Context: an optimization exercise on an open-source flow, tuned for small area. The choices shown serve that exercise and are no tape-out recipe. The RTL was checked by simulation tests, not by an equivalence proof against the original design. Power is estimated from default activity; no workload was simulated.

===== flow/design.v =====
module ethernet_perf_counter_snapshot #(
  parameter int unsigned AUTO_PERIOD = 1000
) (
  input  logic        clk,
  input  logic        rst,
  input  logic [63:0] rx_frames,
  input  logic [63:0] rx_crc_err,
  input  logic [63:0] rx_bytes,
  input  logic [63:0] tx_frames,
  input  logic [63:0] tx_bytes,
  input  logic        snap_req,
  input  logic        clear_req,
  output logic        snap_done,
  output logic        busy,
  output logic [15:0] snap_seq,
  input  logic        rd_en,
  input  logic [4:0]  rd_addr,
  output logic        rd_valid,
  output logic [31:0] rd_data
);
  localparam int unsigned   TW     = (AUTO_PERIOD > 1) ? $clog2(AUTO_PERIOD) : 1;
  localparam bit            T_EN   = (AUTO_PERIOD != 0);
  localparam logic [TW-1:0] T_LAST = (AUTO_PERIOD > 0) ? TW'(AUTO_PERIOD - 1) : '0;
  logic [2:0]    ph;
  logic [TW-1:0] timer;
  logic          snap_pend;
  logic          clear_pend;
  logic          zc;    
  logic          zp;    
  logic [63:0] cur  [5];
  logic [63:0] prev [5];
  logic [63:0] live [5];
  logic idle, tick, req_any, clear_now, start, clear_do;
  assign live[0] = rx_frames;
  assign live[1] = rx_crc_err;
  assign live[2] = rx_bytes;
  assign live[3] = tx_frames;
  assign live[4] = tx_bytes;
  assign idle      = (ph == 3'd0);
  assign tick      = T_EN && (timer == T_LAST);
  assign req_any   = snap_pend | snap_req | tick;
  assign clear_now = clear_pend | clear_req;
  assign start     = idle && !clear_now && req_any;
  assign clear_do  = idle && clear_now;
  assign busy      = (ph != 3'd0) && (ph != 3'd7);
  assign snap_done = (ph == 3'd7);
  always_ff @(posedge clk) begin
    if (rst) begin
      timer <= '0;
    end else if (start || tick) begin
      timer <= '0;
    end else if (T_EN) begin
      timer <= timer + 1'b1;
    end
  end
  always_ff @(posedge clk) begin
    if (rst) begin
      ph         <= 3'd0;
      snap_pend  <= 1'b0;
      clear_pend <= 1'b0;
      snap_seq   <= '0;
      zc         <= 1'b1;
      zp         <= 1'b1;
    end else begin
      ph         <= idle ? {2'b00, start} : ph + 3'd1;
      snap_pend  <= req_any & (!idle | clear_now);
      clear_pend <= !idle & clear_now;
      if (clear_do) begin
        snap_seq <= '0;
        zc       <= 1'b1;
        zp       <= 1'b1;
      end else begin
        if (start) begin
          zc <= 1'b0;
          zp <= zc;
        end
        if (ph == 3'd6) begin
          snap_seq <= snap_seq + 16'd1;
        end
      end
    end
  end
  always_ff @(posedge clk) begin
    if (start) begin
      for (int i = 0; i < 5; i++) begin
        prev[i] <= cur[i];
        cur[i]  <= live[i];
      end
    end
  end
  logic [63:0] mc, mp, df, dl;
  logic        back;
  logic [31:0] rd_word;
  always_comb begin
    mc = '0;
    mp = '0;
    for (int i = 0; i < 5; i++) begin
      if (rd_addr[4:2] == 3'(i)) begin
        mc = mc | (cur[i]  & {64{!zc}});
        mp = mp | (prev[i] & {64{!zp}});
      end
    end
    {back, df} = {1'b0, mc} - {1'b0, mp};
    dl = back ? mc : df;
    case (rd_addr[1:0])
      2'd0:    rd_word = mc[31:0];
      2'd1:    rd_word = mc[63:32];
      2'd2:    rd_word = dl[31:0];
      default: rd_word = dl[63:32];
    endcase
    if (rd_addr == 5'd20) begin
      rd_word = {busy, 15'd0, snap_seq};
    end
  end
  always_ff @(posedge clk) begin
    if (rst) begin
      rd_valid <= 1'b0;
      rd_data  <= '0;
    end else begin
      rd_valid <= rd_en;
      if (rd_en) begin
        rd_data <= rd_word;
      end
    end
  end
endmodule

===== flow/run.sh =====
#!/bin/bash
# synth_recipe.tcl (not shown) runs the flow's synth.tcl, then flattens the netlist and writes it again
# the make line also repeats each setting of config.mk as NAME=value (left out here)
make -C /OpenROAD-flow-scripts/flow DESIGN_CONFIG=/design/flow/config.mk WORK_HOME=/design/flow/orfs CLKGATE_MAP_FILE= SYNTH_SCRIPT=/design/flow/synth_recipe.tcl finish

===== flow/config.mk =====
export PLATFORM = sky130hd
export DESIGN_NAME = ethernet_perf_counter_snapshot
export DESIGN_NICKNAME = ethernet_perf_counter_snapshot
export VERILOG_FILES = /design/flow/design.v
export SDC_FILE = /design/flow/constraint.sdc
export NUM_CORES = 4
export LEC_CHECK = 0
export CAP_MARGIN = 20
export CORE_MARGIN = 2
export CORE_UTILIZATION = 40
export SLEW_MARGIN = 20

===== flow/constraint.sdc =====
create_clock -name core_clock -period 8.0 [get_ports {clk}]
set_input_delay 1.6000 -clock core_clock [delete_from_list [all_inputs] [get_ports {clk}]]
set_output_delay 1.6000 -clock core_clock [all_outputs]
set_load 0.01 [all_outputs]

==> summary.txt, run 1 <==
Largest net degree at the start of global routing -> 197
Setup CP Type -> primary input to flop
Ys Warns -> 4
Row count -> 102
Post-synth top area share -> 0.6110
Inst Count DP -> 3775
Commonest cells post-synth -> edfxtp_1, a21oi_1, nor2_1, mux2i_1, a22oi_1
Post-Synthesis Cells -> 2439
Total Routing Usage GR -> 0.2379
Synth area leaders -> edfxtp_1, a21oi_1, mux2i_1
Req. time, crit path -> 8470 ps
Synth Register Bits -> 706
Synth async-reset ratio -> 0
Mapped Nets -> 2840
Max Cap Viol -> 0
RSZ-0062 raised after global routing -> false
Place WS -> 257.0 ps
Routed met1 length -> 43830 um
Area leader, netlist -> edfxtp_1
Placer Congestion -> 0.9530
Hold Crit Start -> cur[2][9]
Core area -> 77590 um^2
Final clock skew -> 43.09 ps
Mapped Area -> 31460 um^2
VDD IR max -> 0.1729 mV
Worst Tran Pin Value -> 1352 ps
Max Used Layer -> met5
CTS tree -> done
Post-CTS Setup Inserts -> 0
Met3 wire len -> 5440 um
IO Pins -> 381
1st-iter DRT viols -> 2018
Die Y -> 284.4 um
Outcome -> finished clean
Post-route setup TNS -> 0 ps
Reg-to-Reg End -> rd_data[1]
Layout cells sized above 1 -> 0.07203
Drt first pass iters -> 7
DR vias/cell -> 5.594
Number of nets still failing antenna checks after routing -> 0
Smallest hold slack -> 427.8 ps
Arr. time, crit path -> 7640 ps
Hold EP -> prev[2][9]
Vias in the first global route -> 21742
Num Clock Sinks -> 706
Fin. Hold Viols -> 0
Clock tree buffer depth -> 3
# resized after CTS -> 0
Pwr dens -> 252.4 nW/um^2
Reg2Reg Setup Slack -> 2380 ps
Routed WL -> 98130 um
CTS Buf Count -> 79
Worst reg2reg startpoint -> zp
Layout Cells excl Fill -> 3915
Avg Inst Size Synth -> 12.90 um^2
DRC -> 0
Pwr Total -> 9.895 mW
Global-route wire length before repair -> 143600 um
Grt ovf -> 0
Most frequent cell after synthesis -> edfxtp_1
DR vias -> 21902
Hold Buf Count CTS -> 0
# nets final -> 3217
Starting Density -> 0.4054
Tcrit/Tclk final -> 0.8961
Wirelength per Cell -> 25.06 um
Startpoint types -> primary input
Yosys cell types -> 82
WHS Path Cells -> 0
Worst hold path type -> flop to flop
Initial antenna violation count -> 1
Setup crit end kind -> flop
PortBufs -> 380
Final setup violating endpoints -> 0
P&R area growth vs syn -> 24.63%
Slew Limit Headroom -> 0.09848
Reg2Reg Depth -> 12
Post-layout min period -> 7169 ps
Final worst slack -> 830.9 ps
Number of synthesized flops with an enable pin -> 640
Prevailing post-synth register cell -> edfxtp_1
Hpwl dp -> 72850 um
Crit-path max FO -> 49
Max frequency -> 0.1395 GHz
Clock transition at the registers of the reported paths -> 60 ps
Root Buffer -> clkbuf_16
Die width -> 284.4 um
H-tree depth -> 3
Sequential element share of the synthesized area -> 0.6530
Worst-Skew Late Latency -> 650 ps
Pins Over Slew Limit -> 0
Die area -> 80900 um^2
Leak -> 13.83 nW
Routed wl met2 -> 46440 um
-- worst max-delay path, cell delays in order --
cell	delay, ps
clkdlybuf4s50_1	570
nor3b_2	350
buf_12	250
buf_12	250
a22oi_1	100
a21oi_1	590
ha_1	330
nand3_1	210
nor2_1	450
nand3_1	180
nor3_1	410
o21a_1	260
o21a_2	380
buf_4	460
nor2_2	220
a211oi_1	810
a2111oi_1	120
-- cells in the final DEF, fill, tap and decap left out, types with 9 or more instances in the layout --
master | Yosys | routed
clkbuf_16 | 0 | 79
ha_1 | 70 | 70
o21bai_1 | 9 | 9
and2_1 | 12 | 12
nor2_1 | 249 | 248
a22oi_1 | 129 | 129
bufinv_16 | 0 | 9
dfxtp_1 | 66 | 64
o221ai_1 | 17 | 17
o211ai_1 | 13 | 13
a21o_1 | 104 | 104
clkdlybuf4s50_1 | 0 | 378
clkinv_1 | 0 | 16
nand3_1 | 29 | 29
buf_4 | 1 | 45
xor2_1 | 36 | 36
nand2_1 | 104 | 104
a211oi_1 | 13 | 13
o21ai_0 | 72 | 72
a21oi_1 | 311 | 311
xnor2_1 | 33 | 33
nor2b_1 | 10 | 10
mux2i_1 | 146 | 146
o22ai_1 | 10 | 10
nand4_1 | 15 | 15
and3_1 | 14 | 14
inv_1 | 26 | 26
nor3_1 | 23 | 21
clkbuf_1 | 103 | 10
o31ai_1 | 9 | 9
clkinv_2 | 0 | 11
buf_12 | 0 | 10
a31oi_1 | 15 | 15
or3_1 | 10 | 10
edfxtp_1 | 640 | 640
-- metrics by stage --
stage          area [um^2]  utilization
2_1_floorplan        31480            -
3_3_place_gp         36600       0.4716
3_5_place_dp         36600       0.4716
4_1_cts              39200       0.5052
5_1_grt              39200       0.5052
6_report             39200       0.5052
-- sequential cells by signal, indices dropped and copies added (netlist names) --
register	flops
clear_pend	1
cur	320
ph	3
prev	320
rd_data	32
rd_valid	1
snap_pend	1
snap_seq	16
timer	10
zc	1
zp	1
-- layer usage --
layer	global-route usage	up-vias
met5	0	-
met4	0.06618	2
met3	0.03547	142
met2	0.3822	780
met1	0.3363	10832
li1	-	10146
-- kinds of logic (layout without fill, tap and decap cells) --
family                   count (synthesis)  in the layout  share of synthesized area
buffers and inverters                  167            602                    0.02088
flip-flops                             706            706                     0.6530
XOR/XNOR                                69             69                    0.01921
other                                    0              1                          0
AO/OA/AOI/OAI                          776            776                     0.1591
adder cells (fa/ha/maj)                 71             71                    0.02848
multiplexers                           155            155                    0.05004
AND/OR/NAND/NOR                        495            495                    0.06929
-- where the power goes --
group	switching (mW)	internal, mW
registers	0.122	4.35
logic	1.09	0.675
clock network	1.52	2.13
-- area by class of cell --
class | instances | area [um^2]
Timing Repair Buffer | 435 | 4338
Antenna cell | 1 | 2.502
Clock inverter | 50 | 589.3
Multi-Input combinational cell | 1566 | 10310
Fill cell | 6802 | 38390
Tap cell | 1040 | 1301
Clock buffer | 89 | 2014
Sequential cell | 706 | 20540
Inverter | 28 | 105.1
-- worst max-delay path by stage --
| stage | cells after the start | start | end | slack, ps |
|---|---|---|---|---|
| floorplan | 4 | snap_req | zp | -15330 |
| finish | 17 | rd_addr[2] | rd_data[1] | 830 |
| detailed placement | 16 | rd_addr[2] | rd_data[1] | 260 |
| global route | 16 | rd_addr[2] | rd_data[1] | 570 |
| global placement | 17 | rd_addr[2] | rd_data[1] | 200 |
| CTS | 16 | rd_addr[2] | rd_data[1] | 920 |
==> inputs of run 2 (changes only) <==
--- a/flow/design.v
+++ b/flow/design.v
@@ -90,17 +90,43 @@
   end
   logic [63:0] mc, mp, df, dl;
   logic        back;
+  logic [63:0] g0, p0, gg, pp;
+  logic [64:0] cy;
   logic [31:0] rd_word;
+  logic [4:0]  sc, sp;
   always_comb begin
     mc = '0;
     mp = '0;
     for (int i = 0; i < 5; i++) begin
-      if (rd_addr[4:2] == 3'(i)) begin
-        mc = mc | (cur[i]  & {64{!zc}});
-        mp = mp | (prev[i] & {64{!zp}});
+      sc[i] = (rd_addr[4:2] == 3'(i)) && !zc && !rst;
+      sp[i] = (rd_addr[4:2] == 3'(i)) && !zp && !rst;
+      mc = mc | (cur[i]  & {64{sc[i]}});
+      mp = mp | (prev[i] & {64{sp[i]}});
+    end
+    g0 = mc & ~mp;
+    p0 = mc ^ ~mp;
+    gg = g0;
+    pp = p0;
+    for (int l = 0; l < 6; l++) begin
+      for (int i = 0; i < 64; i++) begin
+        if ((i % (2 << l)) == ((2 << l) - 1)) begin
+          gg[i] = gg[i] | (pp[i] & gg[i - (1 << l)]);
+          pp[i] = pp[i] & pp[i - (1 << l)];
+        end
       end
     end
-    {back, df} = {1'b0, mc} - {1'b0, mp};
+    for (int l = 4; l >= 0; l--) begin
+      for (int i = 0; i < 64; i++) begin
+        if ((i % (2 << l)) == ((1 << l) - 1) && i >= (2 << l)) begin
+          gg[i] = gg[i] | (pp[i] & gg[i - (1 << l)]);
+          pp[i] = pp[i] & pp[i - (1 << l)];
+        end
+      end
+    end
+    cy[0] = 1'b1;
+    for (int i = 1; i <= 64; i++) cy[i] = gg[i-1] | pp[i-1];
+    df   = p0 ^ cy[63:0];
+    back = !cy[64];
     dl = back ? mc : df;
     case (rd_addr[1:0])
       2'd0:    rd_word = mc[31:0];
@@ -108,19 +134,14 @@
       2'd2:    rd_word = dl[31:0];
       default: rd_word = dl[63:32];
     endcase
-    if (rd_addr == 5'd20) begin
+    if (rd_addr == 5'd20 && !rst) begin
       rd_word = {busy, 15'd0, snap_seq};
     end
   end
   always_ff @(posedge clk) begin
-    if (rst) begin
-      rd_valid <= 1'b0;
-      rd_data  <= '0;
-    end else begin
-      rd_valid <= rd_en;
-      if (rd_en) begin
-        rd_data <= rd_word;
-      end
+    rd_valid <= rd_en && !rst;
+    if (rd_en || rst) begin
+      rd_data <= rd_word;
     end
   end
 endmodule
--- a/flow/config.mk
+++ b/flow/config.mk
@@ -8,4 +8,5 @@
 export CAP_MARGIN = 20
 export CORE_MARGIN = 2
 export CORE_UTILIZATION = 40
+export CTS_BUF_LIST = sky130_fd_sc_hd__clkbuf_4
 export SLEW_MARGIN = 20
==> run 2 against run 1 <==
Net effect:
- total power is 8.5% lower
- maximum frequency is 9.0% higher
- sequential share of layout area is 5.1 points higher
- clock power is 14% lower
- die area is 8.7% lower
- sequential cell count stayed put
- highest routed layer unchanged
==> summary.txt, run 2 <==
Worst Tran Pin Value -> 1023 ps (was 1352 ps)
Sequential element share of the synthesized area -> 0.7270 (was 0.6530)
Num Clock Sinks -> 706 (unchanged)
Adder-cell share of the synthesized area -> 0.03096 (was 0.02848)
Number of synthesized flops with an enable pin -> 672 (was 640)
Prevailing post-synth register cell -> edfxtp_1 (unchanged)
Routed WL -> 83910 um (was 98130 um)
CTS Buf Count -> 181 (was 79)
Mapped Area -> 28700 um^2 (was 31460 um^2)
# resized after CTS -> 0 (unchanged)
Starting Density -> 0.4028 (was 0.4054)
IO Pins -> 381 (unchanged)
PortBufs -> 380 (unchanged)
Clock tree buffer depth -> 3 (unchanged)
XOR/XNOR share of the synthesized area -> 0.02411 (was 0.01921)
Grt ovf -> 0 (unchanged)
Pwr dens -> 249.4 nW/um^2 (was 252.4 nW/um^2)
Core area -> 71240 um^2 (was 77590 um^2)
Pins Over Slew Limit -> 0 (unchanged)
Setup CP Type -> primary input to flop (unchanged)
Vias in the first global route -> 19789 (was 21742)
VDD IR max -> 0.1132 mV (was 0.1729 mV)
Reg-to-Reg End -> rd_data[29] (was rd_data[1])
Levels on crit path -> 19 (was 17)
Ys Warns -> 4 (unchanged)
Avg Inst Size Synth -> 15.34 um^2 (was 12.90 um^2)
Max Cap Viol -> 0 (unchanged)
Tcrit/Tclk final -> 0.8223 (was 0.8961)
Global-route wire length before repair -> 121700 um (was 143600 um)
Outcome -> finished clean (unchanged)
Initial antenna violation count -> 3 (was 1)
DR vias -> 19464 (was 21902)
Crit-path max FO -> 31 (was 49)
Synth Register Bits -> 706 (unchanged)
DR vias/cell -> 5.606 (was 5.594)
1st-iter DRT viols -> 2178 (was 2018)
Filler cells -> 6023 (was 6802)
Most frequent cell after synthesis -> edfxtp_1 (unchanged)
Final setup violating endpoints -> 0 (unchanged)
DRC -> 0 (unchanged)
Largest family of logic cells by synthesized area -> compound AO/OA/AOI/OAI gates (unchanged)
Most common cell after layout, fill and taps aside -> edfxtp_1 (unchanged)
CTS tree -> done (unchanged)
Hpwl dp -> 57220 um (was 72850 um)
Clock transition at the registers of the reported paths -> 60 ps (about the same)
Total Routing Usage GR -> 0.2229 (was 0.2379)
Number of nets still failing antenna checks after routing -> 0 (unchanged)
Slew Limit Headroom -> 0.3177 (was 0.09848)
Root Buffer -> clkbuf_4 (was clkbuf_16)
Synth async-reset ratio -> 0 (unchanged)
P&R area growth vs syn -> 26.49% (was 24.63%)
Setup crit end kind -> flop (unchanged)
Layout cells sized above 1 -> 0.1413 (was 0.07203)
H-tree depth -> 4 (was 3)
Worst Path Buf+Inv -> 4 (unchanged)
Post-CTS Setup Inserts -> 0 (unchanged)
Leak -> 13.17 nW (was 13.83 nW)
Reg2Reg Depth -> 18 (was 12)
Post-Synthesis Cells -> 1870 (was 2439)
Die Y -> 271.8 um (was 284.4 um)
Largest stage delay, worst path -> 570 ps (was 810 ps)
Wirelength per Cell -> 24.17 um (was 25.06 um)
Fin. Hold Viols -> 0 (unchanged)
Cell Chain, Critical Path -> clkdlybuf4s50_1 -> or3_1 -> nor2_4 -> buf_12 -> a222oi_1 -> inv_1 -> a221oi_1 -> ha_1 -> and4_1 -> nor3b_2 -> a22oi_1 -> a2111oi_0 -> a211o_1 -> a221oi_4 -> o21a_2 -> nor2_2 -> buf_12 -> and3_1 -> a2bb2oi_1 (was clkdlybuf4s50_1 -> nor3b_2 -> buf_12 -> buf_12 -> a22oi_1 -> a21oi_1 -> ha_1 -> nand3_1 -> nor2_1 -> nand3_1 -> nor3_1 -> o21a_1 -> o21a_2 -> buf_4 -> nor2_2 -> a211oi_1 -> a2111oi_1)
Req. time, crit path -> 8780 ps (was 8470 ps)
Place WS -> 510.8 ps (was 257.0 ps)
Final clock skew -> 70.18 ps (was 43.09 ps)
# nets final -> 2787 (was 3217)
CP Launch Point -> rd_addr[4] (was rd_addr[2])
Leading cell types in the layout, fill and taps excluded -> edfxtp_1, clkdlybuf4s50_1, clkbuf_4, nand2_1, a222oi_1 (was edfxtp_1, clkdlybuf4s50_1, a21oi_1, nor2_1, mux2i_1)
Synth area leaders -> edfxtp_1, a222oi_1, ha_1 (was edfxtp_1, a21oi_1, mux2i_1)
Row count -> 98 (was 102)
Slowest stage cell, crit path -> nor2_4 (was a211oi_1)
Hold Buf Count CTS -> 0 (unchanged)
Critical path's most frequent cell -> buf_12
Post-synth top area share -> 0.7032 (was 0.6110)
Arr. time, crit path -> 7350 ps (was 7640 ps)
Max frequency -> 0.1520 GHz (was 0.1395 GHz)
Drt first pass iters -> 7 (unchanged)
Area share of and/or/nand/nor cells after synthesis -> 0.05538 (was 0.06929)
Regs by FF count -> cur x320, prev x320, rd_data x32 (unchanged)
Yosys cell types -> 69 (was 82)
Reg2Reg Setup Slack -> 2450 ps (was 2380 ps)
Startpoint types -> primary input (unchanged)
Post-layout min period -> 6578 ps (was 7169 ps)
Worst reg2reg startpoint -> zc (was zp)
Worst Setup EP -> rd_data[29] (was rd_data[1])
Synth Area in Compound Gates -> 0.1295 (was 0.1591)
Area leader, netlist -> edfxtp_1 (unchanged)
Worst hold path type -> flop to flop (unchanged)
Commonest cells post-synth -> edfxtp_1, nand2_1, a222oi_1, inv_1, nor2_1 (was edfxtp_1, a21oi_1, nor2_1, mux2i_1, a22oi_1)
Mux cell area share after synthesis -> 0.008590 (was 0.05004)
Mapped Nets -> 2271 (was 2840)
Worst-Skew Late Latency -> 1010 ps (was 650 ps)
Die area -> 73900 um^2 (was 80900 um^2)
Die width -> 271.8 um (was 284.4 um)
Smallest hold slack -> 419.0 ps (was 427.8 ps)
Final worst slack -> 1422 ps (was 830.9 ps)
Largest net degree at the start of global routing -> 211 (was 197)
Placer Congestion -> 0.8715 (was 0.9530)
Delay-heaviest family, CP -> simple AND/OR/NAND/NOR gates (was compound AO/OA/AOI/OAI gates)
RSZ-0062 raised after global routing -> false (unchanged)
run 2: cell types whose count changed in the layout (fill, tap and decap cells not counted), moves of 82 or more:
cell	delta
a21o_1	-82
a21oi_1	-238
mux2i_1	-142
a222oi_1	+124
clkbuf_4	+259
nor2_1	-165
run 2: final cells by class:
type                            count  area [um^2]  share of cell area
Tap cell                          950         1189             0.03275
Clock buffer                      259         1944             0.05357
Inverter                           91        341.6            0.009411
Antenna cell                        2        5.005           0.0001379
Multi-Input combinational cell    983         7232              0.1992
Clock inverter                     58        407.9             0.01124
Sequential cell                   706        20860              0.5747
Timing Repair Buffer              423         4317              0.1189
run 2: report_power, final:
group | internal (mW) | total [mW] | switching [mW] | leakage [nW]
combinational | 0.602 | 1.34 | 0.741 | 5.18
sequential | 4.42 | 4.58 | 0.160 | 6.61
clock | 1.68 | 3.13 | 1.45 | 1.38
run 2: worst min-delay path by stage:
stage,slack [ps],depth (start not counted),start,endpoint
floorplan,430,0,cur[4][0],prev[4][0]
global placement,430,0,cur[2][47],prev[2][47]
detailed placement,430,0,cur[3][40],prev[3][40]
CTS,420,0,cur[2][34],prev[2][34]
global route,430,0,cur[4][15],prev[4][15]
finish,420,0,cur[2][17],prev[2][17]
run 2: cells by family (layout without fill, tap and decap cells):
kind of cell	Yosys count	after routing
other	0	2
AOI/OAI and AO/OA	468	468
xor gates and xnor gates	79	79
DFF	706	706
muxes	14	14
adders and majority gates	71	71
buffers and inverters	181	831
and+or+nand+nor	351	351
run 2: metal layers:
metal / GRT usage / vias to the layer above / part of all wire
met5: 0 / - / 0.00015
met4: 0.07548 / 2 / 0.022
met3: 0.05801 / 111 / 0.083
met2: 0.3780 / 1002 / 0.51
met1: 0.2775 / 9629 / 0.39
li1: - / 8720 / -
run 2: stage by stage:
step	setup TNS (ps)	instances	util	instance area [um^2]	power, mW
2_1_floorplan	-6138700	1870	-	28740	5.471
3_3_place_gp	0	3152	0.4760	33910	5.961
3_5_place_dp	0	3152	0.4760	33910	5.981
4_1_cts	0	3469	0.5090	36260	9.141
5_1_grt	0	3471	0.5094	36290	9.460
6_report	0	3472	0.5095	36300	9.051
==> inputs of run 3 (changes only) <==
--- a/flow/config.mk
+++ b/flow/config.mk
@@ -8,5 +8,4 @@
 export CAP_MARGIN = 20
 export CORE_MARGIN = 2
 export CORE_UTILIZATION = 40
-export CTS_BUF_LIST = sky130_fd_sc_hd__clkbuf_4
 export SLEW_MARGIN = 20
==> run 3 against run 2 <==
Net effect:
- still clean
- die area unchanged
- clock skew down 47 ps
- combinational power about the same
- sequential power about the same
- critical path type unchanged
==> summary.txt, run 3 <==
Setup CP Type -> primary input to flop (unchanged)
Wirelength per Cell -> 25.12 um (was 24.17 um)
Prevailing post-synth register cell -> edfxtp_1 (unchanged)
Grt ovf -> 0 (unchanged)
Place WS -> 510.8 ps (unchanged)
Met2 usage -> 0.3750 (was 0.3780)
# nets final -> 2682 (was 2787)
Worst Tran Pin Value -> 1015 ps (was 1023 ps)
Row count -> 98 (unchanged)
Post-synth top area share -> 0.7032 (unchanged)
Post-Synthesis Cells -> 1870 (unchanged)
Num Clock Sinks -> 706 (unchanged)
Met3 usage -> 0.03667 (was 0.05801)
Die width -> 271.8 um (unchanged)
Layout cells sized above 1 -> 0.08159 (was 0.1413)
Hold Buf Count CTS -> 0 (unchanged)
Startpoint types -> primary input (unchanged)
Synth async-reset ratio -> 0 (unchanged)
M1 GR Usage -> 0.2836 (was 0.2775)
Final clock skew -> 23.16 ps (was 70.18 ps)
Die Y -> 271.8 um (unchanged)
Number of nets still failing antenna checks after routing -> 0 (unchanged)
Layer with the highest usage -> met2 (unchanged)
Arr. time, crit path -> 7260 ps (was 7350 ps)
1st-iter DRT viols -> 2327 (was 2178)
Leading cell types in the layout, fill and taps excluded -> edfxtp_1, clkdlybuf4s50_1, nand2_1, a222oi_1, inv_1 (was edfxtp_1, clkdlybuf4s50_1, clkbuf_4, nand2_1, a222oi_1)
Number of synthesized flops with an enable pin -> 672 (unchanged)
CTS tree -> done (unchanged)
Most frequent cell after synthesis -> edfxtp_1 (unchanged)
DRC -> 0 (unchanged)
Area leader, netlist -> edfxtp_1 (unchanged)
Core area -> 71240 um^2 (unchanged)
Global-route wire length before repair -> 119400 um (was 121700 um)
Ys Warns -> 4 (unchanged)
Synth area leaders -> edfxtp_1, a222oi_1, ha_1 (unchanged)
Yosys cell types -> 69 (unchanged)
Placer Congestion -> 0.8715 (unchanged)
Fin. Hold Viols -> 0 (unchanged)
Mapped Nets -> 2271 (unchanged)
Initial antenna violation count -> 2 (was 3)
Tcrit/Tclk final -> 0.8625 (was 0.8223)
Filler cells -> 5881 (was 6023)
Worst-Skew Late Latency -> 620 ps (was 1010 ps)
Die area -> 73900 um^2 (unchanged)
Max frequency -> 0.1449 GHz (was 0.1520 GHz)
Leak -> 12.98 nW (was 13.17 nW)
Mapped Area -> 28700 um^2 (unchanged)
PortBufs -> 380 (unchanged)
Starting Density -> 0.4028 (unchanged)
Routed WL -> 82660 um (was 83910 um)
Setup crit end kind -> flop (unchanged)
Sequential element share of the synthesized area -> 0.7270 (unchanged)
Largest net degree at the start of global routing -> 211 (unchanged)
IO Pins -> 381 (unchanged)
CTS Buf Count -> 76 (was 181)
Post-Route Utilization -> 0.5107 (was 0.5095)
Req. time, crit path -> 8360 ps (was 8780 ps)
Commonest cells post-synth -> edfxtp_1, nand2_1, a222oi_1, inv_1, nor2_1 (unchanged)
Final setup violating endpoints -> 0 (unchanged)
Slew Limit Headroom -> 0.3236 (was 0.3177)
Pins Over Slew Limit -> 0 (unchanged)
Max Cap Viol -> 0 (unchanged)
Hpwl dp -> 57220 um (unchanged)
Outcome -> finished clean (unchanged)
Avg Inst Size Synth -> 15.34 um^2 (unchanged)
Crit-path max FO -> 31 (unchanged)
Synth Register Bits -> 706 (unchanged)
Final worst slack -> 1100 ps (was 1422 ps)
Clock tree buffer depth -> 3 (unchanged)
Clock transition at the registers of the reported paths -> 60 ps (about the same)
Regs by FF count -> cur x320, prev x320, rd_data x32 (unchanged)
DR vias -> 18723 (was 19464)
# diodes -> 0 (was 2)
Smallest hold slack -> 441.2 ps (was 419.0 ps)
RSZ-0062 raised after global routing -> false (unchanged)
Post-route cell area -> 36390 um^2 (was 36300 um^2)
DR vias/cell -> 5.689 (was 5.606)
Post-layout min period -> 6900 ps (was 6578 ps)
Worst hold path type -> flop to flop (unchanged)
P&R area growth vs syn -> 26.80% (was 26.49%)
Drt first pass iters -> 6 (was 7)
Vias in the first global route -> 18838 (was 19789)
# resized after CTS -> 0 (unchanged)
Pwr dens -> 256.8 nW/um^2 (was 249.4 nW/um^2)
Total Routing Usage GR -> 0.2183 (was 0.2229)
Root Buffer -> clkbuf_16 (was clkbuf_4)
Post-CTS Setup Inserts -> 0 (unchanged)
VDD IR max -> 0.1402 mV (was 0.1132 mV)
Post-Place Cell Area -> 33910 um^2 (unchanged)
H-tree depth -> 3 (was 4)
Most common cell after layout, fill and taps aside -> edfxtp_1 (unchanged)
-- run 3: cell counts after synthesis --
No cell type changed its count.
-- run 3: report_power, final --
group	switching [mW]	total, mW	internal [mW]	leakage [nW]
clock network	1.43	3.42	1.99	1.20
logic	0.741	1.34	0.602	5.18
registers	0.160	4.58	4.42	6.61
total	2.33	9.34	7.02	13.0
-- run 3: worst max-delay path, cell delays in order --
cell and delay (ps):
clkdlybuf4s50_1 460, or3_1 540, nor2_4 540, buf_12 300, a222oi_1 120, inv_1 80, a221oi_1 50, ha_1 390
a21oi_2 150, o21ai_1 120, a221o_1 440, a211o_1 400, a211o_1 410, a221oi_4 520, o21ai_4 170, nand2_1 350
o221ai_1 200, o32a_1 390
-- run 3: final cells by class --
class / count / area, um^2 / area share
flip-flops and latches: 706 / 20860 / 0.5733
multi-input cells: 983 / 7232 / 0.1988
repair buffers: 423 / 4317 / 0.1186
clock buffers: 91 / 2085 / 0.05729
well taps: 950 / 1189 / 0.03267
clock inverters: 47 / 362.8 / 0.009972
inverters: 91 / 341.6 / 0.009388
-- run 3: through the flow --
stage	TNS (ps)	cells	power, mW
after floorplan	-6138700	1870	5.471
after global placement	0	3152	5.961
after detailed placement	0	3152	5.981
after CTS	0	3290	9.399
after global routing	0	3291	9.683
final	0	3291	9.344
-- run 3: worst paths after layout --
path | start | end | slack [ps] | cells past startpoint
worst max-delay path | rd_addr[4] | rd_data[8] | 1100 | 18
worst min-delay path | cur[1][41] | prev[1][41] | 440 | 0
worst max register to register | zp | rd_data[31] | 2460 | 17
worst min register to register | cur[1][41] | prev[1][41] | 440 | 0
-- run 3: cell families (layout without fill, tap and decap cells) --
kind of cell	count (synthesis)	count (layout)	share of synthesized area
simple gates	351	351	0.05538
buf+inv	181	652	0.02451
compound gates	468	468	0.1295
fa+ha+maj	71	71	0.03096
xor+xnor	79	79	0.02411
flops	706	706	0.7270
mux	14	14	0.008590
-- run 3: metal layers --
metal | vias to the layer above | part of all wire
met4 | 2 | 0.024
li1 | 8389 | -
met2 | 891 | 0.50
met5 | - | 0.00016
met1 | 9335 | 0.40
met3 | 106 | 0.070
==> inputs of run 4 (changes only) <==
==> flow/flow/run.sh (new file) <==
#!/bin/bash
# Standard ORFS layout, with the port buffers made from the smallest buffer cell.
set -euo pipefail
bash standard.sh finish \
  "BUFFER_PORTS_ARGS=-buffer_cell sky130_fd_sc_hd__buf_1" \
  > standard_flow.log 2>&1
==> flow/standard.sh (new file) <==
#!/bin/bash
# synth_recipe.tcl (not shown) runs the flow's synth.tcl, then flattens the netlist and writes it again
# the make line also repeats each setting of config.mk as NAME=value (left out here)
make -C /OpenROAD-flow-scripts/flow DESIGN_CONFIG=/design/flow/config.mk WORK_HOME=/design/flow/orfs CLKGATE_MAP_FILE= SYNTH_SCRIPT=/design/flow/synth_recipe.tcl "${@:-finish}"
--- a/flow/config.mk
+++ b/flow/config.mk
@@ -8,4 +8,5 @@
 export CAP_MARGIN = 20
 export CORE_MARGIN = 2
 export CORE_UTILIZATION = 40
+export CTS_BUF_LIST = sky130_fd_sc_hd__clkbuf_4
 export SLEW_MARGIN = 20
removed: flow/run.sh
==> run 4 against run 3 <==
Net effect:
- combinational power down 13%
- die area unchanged
- via count up 3.7%
- first-iteration DRC count up 13%
- sequential power about the same
- still clean
- total power down 4.9%
- clock-buffer cell count up 169
- synthesized area unchanged
- core utilization down 3.5 points
- synthesized cell count unchanged
==> summary.txt, run 4 <==
Clock power frac -> 0.353 (was 0.366)
Layout Cells excl Fill -> 3486 (was 3291)
Sequential element share of the synthesized area -> 0.7270 (unchanged)
DR vias -> 19414 (was 18723)
Mapped Area -> 28700 um^2 (unchanged)
Hpwl dp -> 56290 um (was 57220 um)
Largest stage delay, worst path -> 640 ps (was 540 ps)
CTS tree -> done (unchanged)
Pins Over Slew Limit -> 0 (unchanged)
Total Routing Usage GR -> 0.2184 (was 0.2183)
Arr. time, crit path -> 7180 ps (was 7260 ps)
Startpoint types -> primary input (unchanged)
Hold Buf Count CTS -> 0 (unchanged)
Clock tree buffer depth -> 3 (unchanged)
Prevailing post-synth register cell -> edfxtp_1 (unchanged)
Setup CP Type -> primary input to flop (unchanged)
Most common cell after layout, fill and taps aside -> edfxtp_1 (unchanged)
VDD IR max -> 0.1457 mV (was 0.1402 mV)
Cell Chain, Critical Path -> buf_1 -> or3_1 -> nor3_2 -> buf_4 -> a222oi_1 -> inv_1 -> a221oi_1 -> ha_1 -> and4_1 -> nor3b_2 -> a22oi_1 -> a2111oi_0 -> a211o_1 -> a221oi_4 -> o21a_2 -> nor2_2 -> buf_4 -> a21oi_1 -> o32a_1 (was clkdlybuf4s50_1 -> or3_1 -> nor2_4 -> buf_12 -> a222oi_1 -> inv_1 -> a221oi_1 -> ha_1 -> a21oi_2 -> o21ai_1 -> a221o_1 -> a211o_1 -> a211o_1 -> a221oi_4 -> o21ai_4 -> nand2_1 -> o221ai_1 -> o32a_1)
Largest net degree at the start of global routing -> 181 (was 211)
Initial antenna violation count -> 3 (was 2)
Worst Setup EP -> rd_data[31] (was rd_data[8])
Final clock skew -> 71.90 ps (was 23.16 ps)
Levels on crit path -> 19 (was 18)
Pwr dens -> 262.1 nW/um^2 (was 256.8 nW/um^2)
Most frequent cell after synthesis -> edfxtp_1 (unchanged)
PortBufs -> 380 (unchanged)
Crit-path max FO -> 33 (was 31)
Slew Limit Headroom -> 0.3220 (was 0.3236)
Mapped Nets -> 2271 (unchanged)
Layout cells sized above 1 -> 0.1413 (was 0.08159)
Delay-heaviest family, CP -> simple AND/OR/NAND/NOR gates (was compound AO/OA/AOI/OAI gates)
Critical path's most frequent cell -> buf_4 (was a211o_1)
Row count -> 98 (unchanged)
Leak -> 12.14 nW (was 12.98 nW)
Post-layout min period -> 6396 ps (was 6900 ps)
Final setup violating endpoints -> 0 (unchanged)
Outcome -> finished clean (unchanged)
Internal Power -> 6.473 mW (was 7.015 mW)
Starting Density -> 0.4028 (unchanged)
RSZ-0062 raised after global routing -> false (unchanged)
Place WS -> 649.3 ps (was 510.8 ps)
Slowest stage cell, crit path -> nor2_2 (was or3_1)
Share of power burned in registers -> 0.516 (was 0.490)
Vias in the first global route -> 19362 (was 18838)
Commonest cells post-synth -> edfxtp_1, nand2_1, a222oi_1, inv_1, nor2_1 (unchanged)
Synth area leaders -> edfxtp_1, a222oi_1, ha_1 (unchanged)
Number of synthesized flops with an enable pin -> 672 (unchanged)
Wirelength per Cell -> 23.81 um (was 25.12 um)
Root Buffer -> clkbuf_4 (was clkbuf_16)
Synth Register Bits -> 706 (unchanged)
IO Pins -> 381 (unchanged)
Worst reg2reg startpoint -> zp (unchanged)
Register Area -> 20860 um^2 (unchanged)
Number of nets still failing antenna checks after routing -> 0 (unchanged)
Max Cap Viol -> 0 (unchanged)
Worst-Skew Late Latency -> 1040 ps (was 620 ps)
Placer Congestion -> 0.8894 (was 0.8715)
Comb power frac -> 0.131 (was 0.144)
Post-CTS Setup Inserts -> 0 (unchanged)
Smallest hold slack -> 415.4 ps (was 441.2 ps)
Drt first pass iters -> 11 (was 6)
Post-route cell area -> 33910 um^2 (was 36390 um^2)
DR vias/cell -> 5.569 (was 5.689)
Die Y -> 271.8 um (unchanged)
Reg2Reg Depth -> 18 (was 17)
# nets final -> 2790 (was 2682)
Worst hold path type -> flop to flop (unchanged)
Avg Inst Size Synth -> 15.34 um^2 (unchanged)
1st-iter DRT viols -> 2624 (was 2327)
Yosys cell types -> 69 (unchanged)
Post-Place Cell Area -> 31520 um^2 (was 33910 um^2)
Multi-input gate area -> 7232 um^2 (unchanged)
CP Launch Point -> rd_addr[4] (unchanged)
Leading cell types in the layout, fill and taps excluded -> edfxtp_1, buf_1, clkbuf_4, nand2_1, a222oi_1 (was edfxtp_1, clkdlybuf4s50_1, nand2_1, a222oi_1, inv_1)
Post-Synthesis Cells -> 1870 (unchanged)
Global-route wire length before repair -> 119100 um (was 119400 um)
Psw -> 2.415 mW (was 2.328 mW)
Num Clock Sinks -> 706 (unchanged)
Max frequency -> 0.1563 GHz (was 0.1449 GHz)
Die width -> 271.8 um (unchanged)
Worst Path Buf+Inv -> 4 (was 3)
Reg-to-Reg End -> rd_data[31] (unchanged)
Switch share -> 0.2717 (was 0.2492)
Req. time, crit path -> 8790 ps (was 8360 ps)
Post-Route Utilization -> 0.4759 (was 0.5107)
Setup crit end kind -> flop (unchanged)
Clock transition at the registers of the reported paths -> 60 ps (about the same)
P&R area growth vs syn -> 18.16% (was 26.80%)
Die area -> 73900 um^2 (unchanged)
Filler cells -> 6290 (was 5881)
Regs by FF count -> cur x320, prev x320, rd_data x32 (unchanged)
Final worst slack -> 1604 ps (was 1100 ps)
Area leader, netlist -> edfxtp_1 (unchanged)
Tcrit/Tclk final -> 0.7995 (was 0.8625)
Post-synth top area share -> 0.7032 (unchanged)
Grt ovf -> 0 (unchanged)
Inst Count DP -> 3153 (was 3152)
Core area -> 71240 um^2 (unchanged)
Routed WL -> 82990 um (was 82660 um)
CTS Buf Count -> 184 (was 76)
Worst Tran Pin Value -> 1017 ps (was 1015 ps)
H-tree depth -> 4 (was 3)
# resized after CTS -> 0 (unchanged)
Reg2Reg Setup Slack -> 2130 ps (was 2460 ps)
Synth async-reset ratio -> 0 (unchanged)
Ys Warns -> 4 (unchanged)
Fin. Hold Viols -> 0 (unchanged)
DRC -> 0 (unchanged)
==> run 4: worst min path at each step <==
| stage | startpoint | to | slack, ps | depth (start not counted) |
|---|---|---|---|---|
| 2_1_floorplan | cur[4][0] | prev[4][0] | 430 | 0 |
| 3_3_place_gp | cur[2][41] | prev[2][41] | 430 | 0 |
| 3_5_place_dp | cur[3][34] | prev[3][34] | 430 | 0 |
| 4_1_cts | cur[4][50] | prev[4][50] | 410 | 0 |
| 5_1_grt | cur[4][50] | prev[4][50] | 420 | 0 |
| 6_report | cur[4][50] | prev[4][50] | 420 | 0 |
==> run 4: per-layer routing <==
metal,track usage,vias up,routed length [um]
li1,-,8731,-
met1,0.2826,9601,33460
met2,0.3603,946,41140
met3,0.05246,132,6452
met4,0.07634,4,1912
met5,0,-,27
==> run 4: cells by family after synthesis <==
kind of cell | after synthesis | share of synthesized area
and+or+nand+nor | 351 | 0.05538
adders and majority gates | 71 | 0.03096
AOI/OAI and AO/OA | 468 | 0.1295
buffers and inverters | 181 | 0.02451
xor gates and xnor gates | 79 | 0.02411
DFF | 706 | 0.7270
muxes | 14 | 0.008590
==> run 4: power by group through the flow <==
stage / combinational (mW) / sequential, mW / clock [mW]
after CTS: 1.16 / 4.58 / 3.24
final: 1.17 / 4.59 / 3.14
after global placement: 1.13 / 4.65 / 0
after detailed placement: 1.15 / 4.66 / 0
after floorplan: 0.754 / 4.72 / 0
after global routing: 1.26 / 4.60 / 3.42
==> run 4: area by class of cell <==
type,instances,area share
timing repair buffer,423,0.05606
clock inverter,71,0.01255
multi-input combinational,983,0.2133
sequential,706,0.6152
inverter,91,0.01007
tap,950,0.03506
antenna,2,0.0001476
clock buffer,260,0.05757
==> run 4: metrics by stage <==
stage                     setup TNS [ps]  total power, mW
after floorplan                 -6138700            5.471
after detailed placement               0            5.808
final                                  0            8.888
after global placement                 0            5.786
after global routing                   0            9.285
after CTS                              0            8.978
==> run 4: worst register-to-register path: cells and delay by family (launching register included) <==
kind                       cells  cell delay (ps)
and+or+nand+nor                5             1510
AOI/OAI and AO/OA              9             2640
DFF                            1              450
buffers and inverters          3              740
adders and majority gates      1              300
==> inputs of run 5 (changes only) <==
--- a/flow/config.mk
+++ b/flow/config.mk
@@ -9,4 +9,6 @@
 export CORE_MARGIN = 2
 export CORE_UTILIZATION = 40
 export CTS_BUF_LIST = sky130_fd_sc_hd__clkbuf_4
+export CTS_CLUSTER_DIAMETER = 40
+export CTS_CLUSTER_SIZE = 10
 export SLEW_MARGIN = 20
==> run 5 against run 4 <==
Net effect:
- still clean
- sequential power about the same
- register-to-register slack better by 30 ps
- total power decreased by 7.1%
- via count down 2.4%
- maximum frequency shrank 1.4%
- sequential share of layout area up 1.4 points
- sequential cell count unchanged
- final cell count fell by 4.0%
- routed wire length decreased by 1.5%
- critical path type unchanged
==> summary.txt, run 5 <==
Outcome -> finished clean (unchanged)
Layout cells sized above 1 -> 0.1054 (was 0.1413)
Tcrit/Tclk final -> 0.8105 (was 0.7995)
PortBufs -> 380 (unchanged)
Grt ovf -> 0 (unchanged)
Global-route wire length before repair -> 117200 um (was 119100 um)
Wirelength per Cell -> 24.43 um (was 23.81 um)
Number of synthesized flops with an enable pin -> 672 (unchanged)
Slew Limit Headroom -> 0.2899 (was 0.3220)
Synth async-reset ratio -> 0 (unchanged)
Die Y -> 271.8 um (unchanged)
Req. time, crit path -> 8670 ps (was 8790 ps)
CTS tree -> done (unchanged)
Arr. time, crit path -> 7150 ps (was 7180 ps)
Post-CTS Setup Inserts -> 0 (unchanged)
Leak -> 11.66 nW (was 12.14 nW)
Total Routing Usage GR -> 0.2139 (was 0.2184)
Starting Density -> 0.4028 (unchanged)
Pwr dens -> 249.1 nW/um^2 (was 262.1 nW/um^2)
RSZ-0062 raised after global routing -> false (unchanged)
Final clock skew -> 64.35 ps (was 71.90 ps)
Hpwl dp -> 56290 um (unchanged)
Pins Over Slew Limit -> 0 (unchanged)
Slowest stage cell, crit path -> nor2_2 (unchanged)
DR vias/cell -> 5.665 (was 5.569)
P&R area growth vs syn -> 15.46% (was 18.16%)
Vias in the first global route -> 18598 (was 19362)
Prevailing post-synth register cell -> edfxtp_1 (unchanged)
Post-synth top area share -> 0.7032 (unchanged)
Critical path's most frequent cell -> buf_4 (unchanged)
DR vias -> 18954 (was 19414)
Die area -> 73900 um^2 (unchanged)
Clock transition at the registers of the reported paths -> 110 ps (was 60 ps)
Worst Tran Pin Value -> 1062 ps (was 1017 ps)
# nets final -> 2711 (was 2790)
Row count -> 98 (unchanged)
Post-Route Utilization -> 0.4651 (was 0.4759)
Most frequent cell after synthesis -> edfxtp_1 (unchanged)
Ys Warns -> 4 (unchanged)
CP Launch Point -> rd_addr[4] (unchanged)
1st-iter DRT viols -> 2720 (was 2624)
DRC -> 0 (unchanged)
H-tree depth -> 3 (was 4)
Post-route cell area -> 33130 um^2 (was 33910 um^2)
Setup crit end kind -> flop (unchanged)
Max Cap Viol -> 0 (unchanged)
Largest net degree at the start of global routing -> 181 (unchanged)
Die width -> 271.8 um (unchanged)
Initial antenna violation count -> 3 (unchanged)
Avg Inst Size Synth -> 15.34 um^2 (unchanged)
Delay-heaviest family, CP -> compound AO/OA/AOI/OAI gates (was simple AND/OR/NAND/NOR gates)
Final setup violating endpoints -> 0 (unchanged)
Leading cell types in the layout, fill and taps excluded -> edfxtp_1, buf_1, nand2_1, clkbuf_4, a222oi_1 (was edfxtp_1, buf_1, clkbuf_4, nand2_1, a222oi_1)
Area leader, netlist -> edfxtp_1 (unchanged)
Hold Buf Count CTS -> 0 (unchanged)
Routed WL -> 81760 um (was 82990 um)
Layout Cells excl Fill -> 3346 (was 3486)
Commonest cells post-synth -> edfxtp_1, nand2_1, a222oi_1, inv_1, nor2_1 (unchanged)
Synth area leaders -> edfxtp_1, a222oi_1, ha_1 (unchanged)
Post-Synthesis Cells -> 1870 (unchanged)
Drt first pass iters -> 13 (was 11)
Mapped Nets -> 2271 (unchanged)
Inst Count DP -> 3153 (unchanged)
Synth Register Bits -> 706 (unchanged)
Startpoint types -> primary input (unchanged)
# resized after CTS -> 0 (unchanged)
Crit-path max FO -> 33 (unchanged)
Post-Place Cell Area -> 31520 um^2 (unchanged)
IO Pins -> 381 (unchanged)
Worst-Skew Late Latency -> 920 ps (was 1040 ps)
Yosys cell types -> 69 (unchanged)
Num Clock Sinks -> 706 (unchanged)
Mapped Area -> 28700 um^2 (unchanged)
Post-layout min period -> 6484 ps (was 6396 ps)
Worst hold path type -> flop to flop (unchanged)
Worst Path Buf+Inv -> 4 (unchanged)
Cell Chain, Critical Path -> buf_1 -> or3_1 -> nor3_2 -> buf_4 -> a222oi_1 -> inv_1 -> a221oi_1 -> ha_1 -> and4_1 -> nor3b_2 -> a22oi_1 -> a2111oi_0 -> a211o_1 -> a221oi_4 -> o21a_2 -> nor2_2 -> buf_4 -> a21oi_1 -> o32a_1 (unchanged)
Number of nets still failing antenna checks after routing -> 0 (unchanged)
Placer Congestion -> 0.8894 (unchanged)
Worst reg2reg startpoint -> zp (unchanged)
Root Buffer -> clkbuf_4 (unchanged)
Hold Crit Start -> cur[0][58] (was cur[4][50])
Clock tree buffer depth -> 3 (unchanged)
Most common cell after layout, fill and taps aside -> edfxtp_1 (unchanged)
Largest stage delay, worst path -> 610 ps (was 640 ps)
Fin. Hold Viols -> 0 (unchanged)
Setup CP Type -> primary input to flop (unchanged)
Core area -> 71240 um^2 (unchanged)
Post-route setup TNS -> 0 ps (unchanged)
CTS Buf Count -> 105 (was 184)
Sequential element share of the synthesized area -> 0.7270 (unchanged)
VDD IR max -> 0.1528 mV (was 0.1457 mV)
Regs by FF count -> cur x320, prev x320, rd_data x32 (unchanged)
Max frequency -> 0.1542 GHz (was 0.1563 GHz)
-- run 5: cell count changes in the layout (fill, tap and decap cells not counted), moves of 3 or more --
cell       change
inv_6          +6
clkinv_1      -37
bufinv_16      +8
diode_2        +3
clkinv_2      +10
inv_8          -3
clkbuf_4     -131
clkinv_4       +3
-- run 5: cell type report --
type,count,area (um^2)
Multi-Input combinational cell,983,7232
Inverter,91,341.6
Fill cell,6290,38110
Antenna cell,5,12.51
Timing Repair Buffer,423,1901
Clock buffer,129,968.4
Clock inverter,59,626.9
Sequential cell,706,20860
Tap cell,950,1189
-- run 5: routing by layer --
metal,GRT usage,wire length [um]
met5,0,13
met4,0.05856,1769
met3,0.03897,6096
met2,0.3599,40630
met1,0.2855,33240
-- run 5: report_power, final --
part           switching [mW]  internal [mW]
clock network            1.35           1.16
logic                   0.724          0.438
registers               0.166           4.41
-- run 5: per-stage QoR --
stage,hold slack (ps),total power [mW],setup WS [ps]
2_1_floorplan,425.2,5.471,-9643
3_3_place_gp,431.2,5.786,698.9
3_5_place_dp,433.3,5.808,649.3
4_1_cts,431.9,8.324,1668
5_1_grt,432.5,8.587,1336
6_report,432.0,8.254,1516
-- run 5: cells by family (layout without fill, tap and decap cells) --
group	count (synthesis)	after routing	synth area share
flops	706	706	0.7270
other cells	0	5	0
simple gates	351	351	0.05538
compound gates	468	468	0.1295
xor+xnor	79	79	0.02411
fa+ha+maj	71	71	0.03096
buf+inv	181	702	0.02451
mux	14	14	0.008590
-- run 5: worst paths after layout --
check | to | slack, ps | depth (start not counted)
min | prev[0][58] | 430 | 0
min reg2reg | prev[0][58] | 430 | 0
max | rd_data[31] | 1520 | 19
max reg2reg | rd_data[31] | 2160 | 18
==> inputs of run 6 (changes only) <==
--- a/flow/config.mk
+++ b/flow/config.mk
@@ -8,7 +8,7 @@
 export CAP_MARGIN = 20
 export CORE_MARGIN = 2
 export CORE_UTILIZATION = 40
-export CTS_BUF_LIST = sky130_fd_sc_hd__clkbuf_4
-export CTS_CLUSTER_DIAMETER = 40
-export CTS_CLUSTER_SIZE = 10
+export CTS_BUF_LIST = sky130_fd_sc_hd__clkbuf_8
+export CTS_CLUSTER_DIAMETER = 50
+export CTS_CLUSTER_SIZE = 16
 export SLEW_MARGIN = 20
==> run 6 against run 5 <==
Net effect:
- still clean
- first-iteration DRC count fell by 4.1%
- via count decreased by 1.0%
- clock skew is 22 ps lower
- register-to-register slack barely moved
- routed wire length about the same
- non-clock buffer count unchanged
- core utilization grew 0.31 points
- sequential cell count unchanged
- critical path type unchanged
- critical endpoint unchanged
==> summary.txt, run 6 <==
Leak -> 11.67 nW (was 11.66 nW)
RSZ-0062 raised after global routing -> false (unchanged)
IO Pins -> 381 (unchanged)
Post-Route Utilization -> 0.4682 (was 0.4651)
Starting Density -> 0.4028 (unchanged)
Wirelength per Cell -> 24.77 um (was 24.43 um)
Grt ovf -> 0 (unchanged)
Post-layout min period -> 6697 ps (was 6484 ps)
Hold Buf Count CTS -> 0 (unchanged)
DRC -> 0 (unchanged)
Final clock skew -> 42.00 ps (was 64.35 ps)
Ys Warns -> 4 (unchanged)
Core area -> 71240 um^2 (unchanged)
Setup CP Type -> primary input to flop (unchanged)
Post-Synthesis Cells -> 1870 (unchanged)
Tcrit/Tclk final -> 0.8372 (was 0.8105)
Placer Congestion -> 0.8894 (unchanged)
Global-route wire length before repair -> 116800 um (was 117200 um)
Regs by FF count -> cur x320, prev x320, rd_data x32 (unchanged)
Slew Limit Headroom -> 0.2983 (was 0.2899)
Synth async-reset ratio -> 0 (unchanged)
Worst hold path type -> flop to flop (unchanged)
Final setup violating endpoints -> 0 (unchanged)
P&R area growth vs syn -> 16.23% (was 15.46%)
Leading cell types in the layout, fill and taps excluded -> edfxtp_1, buf_1, nand2_1, a222oi_1, inv_1 (was edfxtp_1, buf_1, nand2_1, clkbuf_4, a222oi_1)
Commonest cells post-synth -> edfxtp_1, nand2_1, a222oi_1, inv_1, nor2_1 (unchanged)
Root Buffer -> clkbuf_8 (was clkbuf_4)
Place WS -> 649.3 ps (unchanged)
Inst Count DP -> 3153 (unchanged)
Sequential element share of the synthesized area -> 0.7270 (unchanged)
Post-Place Cell Area -> 31520 um^2 (unchanged)
Mapped Nets -> 2271 (unchanged)
Post-route setup TNS -> 0 ps (unchanged)
1st-iter DRT viols -> 2608 (was 2720)
Worst-Skew Late Latency -> 710 ps (was 920 ps)
Arr. time, crit path -> 7160 ps (was 7150 ps)
Levels on crit path -> 19 (unchanged)
VDD IR max -> 0.1689 mV (was 0.1528 mV)
Fin. Hold Viols -> 0 (unchanged)
Smallest hold slack -> 440.4 ps (was 432.0 ps)
Crit-path max FO -> 33 (unchanged)
Number of nets still failing antenna checks after routing -> 0 (unchanged)
# resized after CTS -> 0 (unchanged)
Setup crit end kind -> flop (unchanged)
Yosys cell types -> 69 (unchanged)
CTS Buf Count -> 80 (was 105)
Layout cells sized above 1 -> 0.09203 (was 0.1054)
Layout Cells excl Fill -> 3300 (was 3346)
Worst Path Buf+Inv -> 4 (unchanged)
Mapped Area -> 28700 um^2 (unchanged)
CTS tree -> done (unchanged)
Post-synth top area share -> 0.7032 (unchanged)
Cell Chain, Critical Path -> buf_1 -> or3_1 -> nor3_2 -> buf_4 -> a222oi_1 -> inv_1 -> a221oi_1 -> ha_1 -> and4_1 -> nor3b_2 -> a22oi_1 -> a2111oi_0 -> a211o_1 -> a221oi_4 -> o21a_2 -> nor2_2 -> buf_4 -> a21oi_1 -> o32a_1 (unchanged)
Final worst slack -> 1303 ps (was 1516 ps)
Num Clock Sinks -> 706 (unchanged)
Delay-heaviest family, CP -> compound AO/OA/AOI/OAI gates (unchanged)
DR vias/cell -> 5.684 (was 5.665)
Post-CTS Setup Inserts -> 0 (unchanged)
Die width -> 271.8 um (unchanged)
Pwr dens -> 254.2 nW/um^2 (was 249.1 nW/um^2)
Vias in the first global route -> 18440 (was 18598)
Post-route cell area -> 33350 um^2 (was 33130 um^2)
Max frequency -> 0.1493 GHz (was 0.1542 GHz)
Prevailing post-synth register cell -> edfxtp_1 (unchanged)
Clock transition at the registers of the reported paths -> 100 ps (was 110 ps)
Hpwl dp -> 56290 um (unchanged)
Avg Inst Size Synth -> 15.34 um^2 (unchanged)
Reg2Reg Depth -> 18 (unchanged)
Synth Register Bits -> 706 (unchanged)
Drt first pass iters -> 9 (was 13)
Slowest stage cell, crit path -> nor2_2 (unchanged)
Most frequent cell after synthesis -> edfxtp_1 (unchanged)
Pwr Total -> 8.479 mW (was 8.254 mW)
Startpoint types -> primary input (unchanged)
Row count -> 98 (unchanged)
Worst Tran Pin Value -> 1049 ps (was 1062 ps)
Pins Over Slew Limit -> 0 (unchanged)
Outcome -> finished clean (unchanged)
Max Cap Viol -> 0 (unchanged)
DR vias -> 18757 (was 18954)
Most common cell after layout, fill and taps aside -> edfxtp_1 (unchanged)
PortBufs -> 380 (unchanged)
Die Y -> 271.8 um (unchanged)
Number of synthesized flops with an enable pin -> 672 (unchanged)
Routed WL -> 81730 um (was 81760 um)
WHS Path Cells -> 0 (unchanged)
Clock tree buffer depth -> 3 (unchanged)
Critical path's most frequent cell -> buf_4 (unchanged)
# nets final -> 2686 (was 2711)
Largest net degree at the start of global routing -> 181 (unchanged)
Req. time, crit path -> 8460 ps (was 8670 ps)
H-tree depth -> 3 (unchanged)
Largest stage delay, worst path -> 620 ps (was 610 ps)
Die area -> 73900 um^2 (unchanged)
Area leader, netlist -> edfxtp_1 (unchanged)
Initial antenna violation count -> 2 (was 3)
Total Routing Usage GR -> 0.2139 (about the same)
Synth area leaders -> edfxtp_1, a222oi_1, ha_1 (unchanged)
==> run 6: layer usage <==
| layer | up-vias | GRT usage | share of wire |
|---|---|---|---|
| li1 | 8407 | - | - |
| met1 | 9336 | 0.2843 | 0.40 |
| met2 | 897 | 0.3611 | 0.49 |
| met3 | 115 | 0.03800 | 0.083 |
| met4 | 2 | 0.06073 | 0.021 |
| met5 | - | 0 | 0.00016 |
==> run 6: kinds of logic (layout without fill, tap and decap cells) <==
group / count (synthesis) / after routing / share of synthesized area
and+or+nand+nor: 351 / 351 / 0.05538
buffers and inverters: 181 / 658 / 0.02451
muxes: 14 / 14 / 0.008590
DFF: 706 / 706 / 0.7270
adders and majority gates: 71 / 71 / 0.03096
other: 0 / 3 / 0
AOI/OAI and AO/OA: 468 / 468 / 0.1295
xor gates and xnor gates: 79 / 79 / 0.02411
==> run 6: final timing paths <==
path	startpoint	to	slack [ps]
setup / recovery	rd_addr[4]	rd_data[31]	1300
hold / removal	cur[0][63]	prev[0][63]	440
hold reg to reg	cur[0][63]	prev[0][63]	440
setup reg to reg	zp	rd_data[31]	2150
==> run 6: power by group <==
group / total [mW] / switching, mW / internal (mW)
Combinational: 1.16 / 0.723 / 0.438
Clock: 2.74 / 1.50 / 1.24
Sequential: 4.58 / 0.165 / 4.41
Total: 8.48 / 2.39 / 6.09
==> run 6: worst register-to-register path, cell delays in order, from the launching register on <==
cell and delay [ps]:
dfxtp_1 450, nand2b_1 260, nor2_4 60, buf_4 290, a222oi_1 400, inv_1 100
a221oi_1 390, ha_1 290, and4_1 250, nor3b_2 330, a22oi_1 220, a2111oi_0 450
a211o_1 340, a221oi_4 170, o21a_2 260, nor2_2 620, buf_4 360, a21oi_1 70
o32a_1 320
==> run 6: layout make-up <==
type,count,area [um^2]
diodes,3,7.507
well taps,950,1189
fillers,6217,37890
flip-flops and latches,706,20860
multi-input cells,983,7232
clock buffers,83,1142
inverters,91,341.6
repair buffers,423,1901
clock inverters,61,680.7
==> inputs of run 7 (changes only) <==
--- a/flow/config.mk
+++ b/flow/config.mk
@@ -7,8 +7,9 @@
 export LEC_CHECK = 0
 export CAP_MARGIN = 20
 export CORE_MARGIN = 2
-export CORE_UTILIZATION = 40
+export CORE_UTILIZATION = 60
 export CTS_BUF_LIST = sky130_fd_sc_hd__clkbuf_8
-export CTS_CLUSTER_DIAMETER = 50
-export CTS_CLUSTER_SIZE = 16
+export CTS_CLUSTER_DIAMETER = 40
+export CTS_CLUSTER_SIZE = 24
+export PLACE_DENSITY = 0.7
 export SLEW_MARGIN = 20
==> run 7 against run 6 <==
Net effect:
- non-clock buffer count fell by 6
- total power increased by 0.48%
- first-iteration DRC count rose by 6.8%
- synthesized cell count is the same
- clock skew is 8.0 ps lower
- routed wire length decreased by 7.4%
- synthesized area did not move
- critical path type unchanged
- largest power group unchanged
- highest routed layer is now met4
==> summary.txt, run 7 <==
Yosys cell types -> 69 (unchanged)
Layout cells sized above 1 -> 0.09091 (was 0.09203)
Inst Count DP -> 2812 (was 3153)
Final clock skew -> 34.01 ps (was 42.00 ps)
Post-CTS Setup Inserts -> 0 (unchanged)
Post-Route Utilization -> 0.6951 (was 0.4682)
Max frequency -> 0.1470 GHz (was 0.1493 GHz)
H-tree depth -> 3 (unchanged)
Reg2Reg Depth -> 18 (unchanged)
RSZ-0062 raised after global routing -> false (unchanged)
Slew Limit Headroom -> 0.2507 (was 0.2983)
Synth async-reset ratio -> 0 (unchanged)
Die width -> 222.7 um (was 271.8 um)
VDD IR max -> 0.1877 mV (was 0.1689 mV)
CTS tree -> done (unchanged)
Pwr dens -> 258.3 nW/um^2 (was 254.2 nW/um^2)
Synth area leaders -> edfxtp_1, a222oi_1, ha_1 (unchanged)
Reg-to-Reg End -> rd_data[5] (was rd_data[31])
Max Cap Viol -> 0 (unchanged)
Fin. Hold Viols -> 0 (unchanged)
Initial antenna violation count -> 1 (was 2)
Sequential element share of the synthesized area -> 0.7270 (unchanged)
Arr. time, crit path -> 7250 ps (was 7160 ps)
Row count -> 80 (was 98)
Post-layout min period -> 6801 ps (was 6697 ps)
Global-route wire length before repair -> 111800 um (was 116800 um)
Regs by FF count -> cur x320, prev x320, rd_data x32 (unchanged)
# resized after CTS -> 0 (unchanged)
Die area -> 49590 um^2 (was 73900 um^2)
Mapped Nets -> 2271 (unchanged)
Avg Inst Size Synth -> 15.34 um^2 (unchanged)
DR vias/cell -> 6.410 (was 5.684)
Largest net degree at the start of global routing -> 198 (was 181)
Post-synth top area share -> 0.7032 (unchanged)
IO Pins -> 381 (unchanged)
Pins Over Slew Limit -> 0 (unchanged)
Wirelength per Cell -> 25.48 um (was 24.77 um)
Layout Cells excl Fill -> 2970 (was 3300)
Number of synthesized flops with an enable pin -> 672 (unchanged)
Vias in the first global route -> 18986 (was 18440)
Smallest hold slack -> 441.5 ps (was 440.4 ps)
Hold Crit Start -> cur[3][56] (was cur[0][63])
# nets final -> 2684 (was 2686)
Synth Register Bits -> 706 (unchanged)
Setup crit end kind -> flop (unchanged)
Crit-path max FO -> 22 (was 33)
1st-iter DRT viols -> 2786 (was 2608)
DR vias -> 19039 (was 18757)
Number of nets still failing antenna checks after routing -> 0 (unchanged)
Worst-Skew Late Latency -> 700 ps (was 710 ps)
Hpwl dp -> 50500 um (was 56290 um)
Routed WL -> 75680 um (was 81730 um)
Area leader, netlist -> edfxtp_1 (unchanged)
Root Buffer -> clkbuf_8 (unchanged)
Leading cell types in the layout, fill and taps excluded -> edfxtp_1, buf_1, nand2_1, a222oi_1, inv_1 (unchanged)
Setup CP Type -> primary input to flop (unchanged)
Pwr Total -> 8.520 mW (was 8.479 mW)
Worst hold path type -> flop to flop (unchanged)
Starting Density -> 0.6048 (was 0.4028)
Reg2Reg Setup Slack -> 2240 ps (was 2150 ps)
Tcrit/Tclk final -> 0.8502 (was 0.8372)
Num Clock Sinks -> 706 (unchanged)
Drt first pass iters -> 11 (was 9)
Die Y -> 222.7 um (was 271.8 um)
Grt ovf -> 0 (unchanged)
PortBufs -> 380 (unchanged)
Most frequent cell after synthesis -> edfxtp_1 (unchanged)
Post-Synthesis Cells -> 1870 (unchanged)
Hold EP -> prev[3][56] (was prev[0][63])
CTS Buf Count -> 84 (was 80)
Clock transition at the registers of the reported paths -> 70 ps (was 100 ps)
P&R area growth vs syn -> 14.93% (was 16.23%)
Startpoint types -> primary input (unchanged)
WHS Path Cells -> 0 (unchanged)
Final setup violating endpoints -> 0 (unchanged)
Ys Warns -> 4 (unchanged)
Prevailing post-synth register cell -> edfxtp_1 (unchanged)
Worst Tran Pin Value -> 1124 ps (was 1049 ps)
Req. time, crit path -> 8450 ps (was 8460 ps)
Clock tree buffer depth -> 3 (unchanged)
Mapped Area -> 28700 um^2 (unchanged)
Outcome -> finished clean (unchanged)
Placer Congestion -> 0.9308 (was 0.8894)
Total Routing Usage GR -> 0.3034 (was 0.2139)
DRC -> 0 (unchanged)
Commonest cells post-synth -> edfxtp_1, nand2_1, a222oi_1, inv_1, nor2_1 (unchanged)
Hold Buf Count CTS -> 0 (unchanged)
Most common cell after layout, fill and taps aside -> edfxtp_1 (unchanged)
Core area -> 47450 um^2 (was 71240 um^2)
Worst reg2reg startpoint -> zc (was zp)
Leak -> 11.73 nW (was 11.67 nW)
[run 7: cell counts after synthesis]
Identical to the previous run, type by type.
[run 7: final cells by class]
type | count | area, um^2
inverter | 91 | 341.6
multi-input combinational | 983 | 7232
tap | 615 | 769.5
antenna | 1 | 2.502
clock buffer | 88 | 1211
clock inverter | 69 | 718.2
sequential | 706 | 20860
timing repair buffer | 417 | 1843
fill | 3251 | 14470
[run 7: how the worst max path moves through the flow]
stage | from | to | slack (ps) | cells past startpoint
floorplan | snap_req | timer[2] | -9640 | 6
global placement | rd_addr[2] | rd_data[5] | 740 | 19
detailed placement | rst | rd_data[5] | 600 | 21
CTS | rst | rd_data[5] | 1320 | 21
global route | rst | rd_data[5] | 950 | 21
finish | rst | rd_data[5] | 1200 | 21
[run 7: critical path: stages]
cell,delay (ps)
buf_1,490
nor2_1,120
nand2_1,150
nor3_2,60
buf_4,240
buf_4,270
a222oi_1,380
inv_1,80
a221oi_1,250
ha_1,340
a21oi_2,170
o21ai_1,110
a221o_1,440
a211o_1,390
a211o_1,400
a221oi_4,480
o21a_2,460
nor2_2,80
buf_4,260
mux4_1,260
a21o_1,160
[run 7: metrics by stage]
| stage | setup TNS (ps) | cell area, um^2 | worst slack [ps] |
|---|---|---|---|
| floorplan | -6138700 | 28740 | -9643 |
| global placement | 0 | 31050 | 741.0 |
| detailed placement | 0 | 31050 | 603.5 |
| CTS | 0 | 32980 | 1324 |
| global route | 0 | 32980 | 953.4 |
| finish | 0 | 32980 | 1199 |
[run 7: layer usage]
metal / GRT usage / wire [um] / up-vias
met1: 0.3979 / 28660 / 9311
li1: - / - / 8412
met3: 0.05713 / 6864 / 176
met4: 0.1295 / 2986 / 0
met5: 0 / 0 / -
met2: 0.5014 / 37170 / 1140
[run 7: kinds of logic (layout without fill, tap and decap cells)]
logic type      count (synthesis)  in the layout  share of synthesized area
mux                            14             14                   0.008590
compound gates                468            468                     0.1295
xor+xnor                       79             79                    0.02411
other cells                     0              1                          0
simple gates                  351            351                    0.05538
fa+ha+maj                      71             71                    0.03096
flops                         706            706                     0.7270
buf+inv                       181            665                    0.02451
[run 7: power breakdown]
| group | internal (mW) | switching, mW | total, mW |
|---|---|---|---|
| Combinational | 0.431 | 0.714 | 1.14 |
| Clock | 1.35 | 1.47 | 2.82 |
| Sequential | 4.41 | 0.143 | 4.56 |

-- what the ideal ports hide --
How much do the figures lean on ideal ports? The routed layouts below were timed once more, with nothing changed but the port constraints.
Step 1, drivers: a clkbuf_16 drives clk and a buf_2 each remaining input, both assumed.
Step 2 times the ports against the registers' clock, not the clock port: input delays grow and output delays shrink by t, the midpoint of the rising clock arrivals with the driver on.
Slacks: ideal / step 1 / step 2; pairs: ideal / step 1.
run | shift t [ns] | slack for setup (ns) | clock arrival spread, ns | cell pins on the clock port's net
run 1 | 0.693 | 0.831 / 0.837 / 0.144 | 0.048 / 0.048 | 1
run 2 | 1.031 | 1.422 / 1.456 / 0.425 | 0.070 / 0.070 | 1
run 3 | 0.664 | 1.100 / 1.137 / 0.473 | 0.023 / 0.024 | 1
run 4 | 1.069 | 1.604 / 1.628 / 0.559 | 0.076 / 0.076 | 1
run 5 | 0.947 | 1.516 / 1.527 / 0.580 | 0.065 / 0.065 | 1
run 6 | 0.752 | 1.303 / 1.322 / 0.570 | 0.042 / 0.042 | 1
run 7 | 0.744 | 1.199 / 1.227 / 0.483 | 0.035 / 0.035 | 1
After both steps setup and hold are still met in every run listed. For run 4, which loses most, drivers alone change the setup slack by +0.024 ns; drivers and shift together by -1.045 ns.
